This design comes from an exercise in tuning for small area on the open sky130 flow, not from production work.
In this exercise RTL edits were held to simulation tests only and were not proved equivalent to the original.
Power and IR drop assume default switching activity.

## the reference run
==> module l2_gan_param_loader, before the edit <==
module l2_gan_param_loader (
    input  logic                 clk,
    input  logic                 rst,
    input  logic                 start,
    input  logic [WIDTH-1:0]     in_data,
    input  logic                 in_valid,
    output logic                 in_ready,
    output logic                 busy,
    output logic                 params_valid,
    output logic [6:0]           word_cnt,
    output logic                 cksum_err,
    output logic [255:0]         L1_w,
    output logic [63:0]          L1_b,
    output logic [127:0]         L2_w,
    output logic [31:0]          L2_b,
    output logic [31:0]          L3_w,
    output logic [15:0]          L3_b,
    output logic [15:0]          L4_w,
    output logic [15:0]          L4_b,
    output logic [15:0]          L5_w,
    output logic [15:0]          L5_b,
    output logic [31:0]          L6_w,
    output logic [31:0]          L6_b,
    output logic [127:0]         L7_w,
    output logic [63:0]          L7_b,
    output logic [255:0]         L8_w,
    output logic [63:0]          L8_b
);
    logic                          busy_q;
    logic [6:0]                    cnt_q;
    logic [WIDTH*TOTAL_WORDS-1:0]  bank_q;
    logic                          accept;
    logic                          last;      
    logic                          store;
    assign last   = cnt_q[6] & cnt_q[3] & cnt_q[0];
    assign accept = busy_q & in_valid & ~start;
    assign store  = accept & ~last;
    always_ff @(posedge clk or posedge rst) begin
        if (rst) begin
            busy_q <= 1'b0;
            cnt_q  <= '0;
        end else begin
            busy_q <= start | (busy_q & ~(in_valid & last));
            cnt_q  <= (cnt_q & {7{~start}}) + {6'd0, accept};
        end
    end
    always_ff @(posedge clk) begin
        if (store) bank_q <= {in_data, bank_q[WIDTH*TOTAL_WORDS-1:WIDTH]};
    end
    localparam int HW = WIDTH / 2;
    logic [WIDTH-1:0] sum_q;
    logic             cy_q;
    logic [WIDTH-1:0] sa, sb, ss;
    logic [WIDTH:0]   sc;
    logic             done, sum_zero;
    assign sa    = sum_q & {WIDTH{~start}};
    assign sb    = in_data & {WIDTH{accept}};
    assign sc[0] = 1'b0;
    for (genvar i = 0; i < WIDTH; i++) begin : g_add
        logic ci;
        if (i == HW) begin : g_cut
            assign ci = cy_q & ~start;
        end else begin : g_chain
            assign ci = sc[i];
        end
        assign ss[i]   = sa[i] ^ sb[i] ^ ci;
        assign sc[i+1] = (sa[i] & sb[i]) | (ci & (sa[i] ^ sb[i]));
    end
    always_ff @(posedge clk) begin
        sum_q <= ss;
        cy_q  <= sc[HW];
    end
    assign sum_zero     = ~(|sum_q[HW-1:0]) &
                          (cy_q ? (&sum_q[WIDTH-1:HW]) : ~(|sum_q[WIDTH-1:HW]));
    assign done         = ~busy_q & cnt_q[1];
    assign cksum_err    = done & ~sum_zero;
    assign params_valid = done & sum_zero;
    assign in_ready = busy_q;
    assign busy     = busy_q;
    assign word_cnt = cnt_q;
    assign L1_w = bank_q[L1_W_BASE*WIDTH +: L1_W_LEN*WIDTH];
    assign L1_b = bank_q[L1_B_BASE*WIDTH +: L1_B_LEN*WIDTH];
    assign L2_w = bank_q[L2_W_BASE*WIDTH +: L2_W_LEN*WIDTH];
    assign L2_b = bank_q[L2_B_BASE*WIDTH +: L2_B_LEN*WIDTH];
    assign L3_w = bank_q[L3_W_BASE*WIDTH +: L3_W_LEN*WIDTH];
    assign L3_b = bank_q[L3_B_BASE*WIDTH +: L3_B_LEN*WIDTH];
    assign L4_w = bank_q[L4_W_BASE*WIDTH +: L4_W_LEN*WIDTH];
    assign L4_b = bank_q[L4_B_BASE*WIDTH +: L4_B_LEN*WIDTH];
    assign L5_w = bank_q[L5_W_BASE*WIDTH +: L5_W_LEN*WIDTH];
    assign L5_b = bank_q[L5_B_BASE*WIDTH +: L5_B_LEN*WIDTH];
    assign L6_w = bank_q[L6_W_BASE*WIDTH +: L6_W_LEN*WIDTH];
    assign L6_b = bank_q[L6_B_BASE*WIDTH +: L6_B_LEN*WIDTH];
    assign L7_w = bank_q[L7_W_BASE*WIDTH +: L7_W_LEN*WIDTH];
    assign L7_b = bank_q[L7_B_BASE*WIDTH +: L7_B_LEN*WIDTH];
    assign L8_w = bank_q[L8_W_BASE*WIDTH +: L8_W_LEN*WIDTH];
    assign L8_b = bank_q[L8_B_BASE*WIDTH +: L8_B_LEN*WIDTH];
endmodule
==> flow/config.mk <==
export PLATFORM = sky130hd
export DESIGN_NAME = l2_gan_param_loader
export DESIGN_NICKNAME = l2_gan_param_loader
export VERILOG_FILES = /design/flow/design.v
export SDC_FILE = /design/flow/constraint.sdc
export NUM_CORES = 4
export LEC_CHECK = 0
export CAP_MARGIN = 20
export CORE_AREA = 5 5 255 255
export DIE_AREA = 0 0 260 260
export SLEW_MARGIN = 20
==> flow/constraint.sdc <==
create_clock -name core_clock -period 5.0 [get_ports {clk}]
set_input_delay 1.0000 -clock core_clock [delete_from_list [all_inputs] [get_ports {clk}]]
set_output_delay 1.0000 -clock core_clock [all_outputs]
set_load 0.01 [all_outputs]
standard.sh (not shown) runs the stock make flow with config.mk's settings and CLKGATE_MAP_FILE= SYNTH_SCRIPT=/design/flow/synth_recipe.tcl, a recipe that flattens the netlist after the stock synthesis.
==> flow/flow/run.sh <==
#!/bin/bash
# Standard layout, except: the port buffers are the smallest buffer cell, the
# pins may sit one track apart (so a smaller die fits them), and the clock tree
# uses small leaf clock buffers under a strong root, without dummy loads.
set -e
export BUFFER_PORTS_ARGS="-buffer_cell sky130_fd_sc_hd__buf_1"
export PLACE_PINS_ARGS="-min_distance 1 -min_distance_in_tracks"
export CTS_ARGS="-sink_clustering_enable -repair_clock_nets -sink_clustering_size 10 -sink_clustering_max_diameter 35 -buf_list {sky130_fd_sc_hd__clkbuf_4 sky130_fd_sc_hd__clkbuf_8} -root_buf sky130_fd_sc_hd__clkbuf_16 -sink_clustering_buffer sky130_fd_sc_hd__clkbuf_4 -dont_use_dummy_load"
bash standard.sh > standard.log 2>&1
The reference run closes out successfully: all stages finished, all timing, DRC and antenna checks passed.
> inputs changed (the reference run -> the trial run)
--- a/flow/design.v
+++ b/flow/design.v
@@ -73,40 +73,20 @@
             cnt_q  <= (cnt_q & {7{~start}}) + {6'd0, accept};
         end
     end
     always_ff @(posedge clk) begin
         if (store) bank_q <= {in_data, bank_q[WIDTH*TOTAL_WORDS-1:WIDTH]};
     end
-    localparam int HW = WIDTH / 2;
     logic [WIDTH-1:0] sum_q;
-    logic             cy_q;
-    logic [WIDTH-1:0] sa, sb, ss;
-    logic [WIDTH:0]   sc;
-    logic             done, sum_zero;
-    assign sa    = sum_q & {WIDTH{~start}};
-    assign sb    = in_data & {WIDTH{accept}};
-    assign sc[0] = 1'b0;
-    for (genvar i = 0; i < WIDTH; i++) begin : g_add
-        logic ci;
-        if (i == HW) begin : g_cut
-            assign ci = cy_q & ~start;
-        end else begin : g_chain
-            assign ci = sc[i];
-        end
-        assign ss[i]   = sa[i] ^ sb[i] ^ ci;
-        assign sc[i+1] = (sa[i] & sb[i]) | (ci & (sa[i] ^ sb[i]));
+    logic             done;
+    always_ff @(posedge clk) begin
+        sum_q <= (sum_q & {WIDTH{~start}}) + (in_data & {WIDTH{accept}});
     end
-    always_ff @(posedge clk) begin
-        sum_q <= ss;
-        cy_q  <= sc[HW];
-    end
-    assign sum_zero     = ~(|sum_q[HW-1:0]) &
-                          (cy_q ? (&sum_q[WIDTH-1:HW]) : ~(|sum_q[WIDTH-1:HW]));
     assign done         = ~busy_q & cnt_q[1];
-    assign cksum_err    = done & ~sum_zero;
-    assign params_valid = done & sum_zero;
+    assign cksum_err    = done & (|sum_q);
+    assign params_valid = done & ~(|sum_q);
     assign in_ready = busy_q;
     assign busy     = busy_q;
     assign word_cnt = cnt_q;
     assign L1_w = bank_q[L1_W_BASE*WIDTH +: L1_W_LEN*WIDTH];
     assign L1_b = bank_q[L1_B_BASE*WIDTH +: L1_B_LEN*WIDTH];
     assign L2_w = bank_q[L2_W_BASE*WIDTH +: L2_W_LEN*WIDTH];
==> notes.md <==
Comparing number of inverters outside the clock class in the layout for the trial run and the reference run, the bigger number came from the reference run. [compare] base=the reference run new=the trial run: internal power about even; proportion of cell area occupied by registers -0.65 points; maximum clock frequency rose by 37%. In the metrics for the trial run and the reference run, the one carrying the lower design area is the reference run. Compared the trial run vs the reference run, and clock power share is up in the trial run.

==> re-timing with driven ports <==
In the flow no input, the clock included, has a driving cell. The finished layouts below were timed again as built, in two steps.
Step 1 assumes that a clkbuf_16 drives the clock port and a buf_2 every other input.
Step 2 adds t to the input delays and takes it off the output delays; t is the mean of the earliest and latest rising clock arrival at the registers after step 1. Input paths then give back, and output paths get back, about the clock's delay inside the block.
Slacks: ideal ports / drivers / drivers and shift; pairs: ideal ports / drivers.
run | shift t [ns] | setup slack, ns | hold slack, ns
the reference run | 0.675 | 0.791 / 0.798 / 0.122 | 0.310 / 0.295 / 0.417
the trial run | 0.675 | 1.936 / 1.955 / 1.280 | 0.282 / 0.272 / 0.411
After both steps every run listed still meets setup and hold. The setup slack of the reference run, which loses most, moves by +0.007 ns with the drivers and by -0.669 ns with both steps.
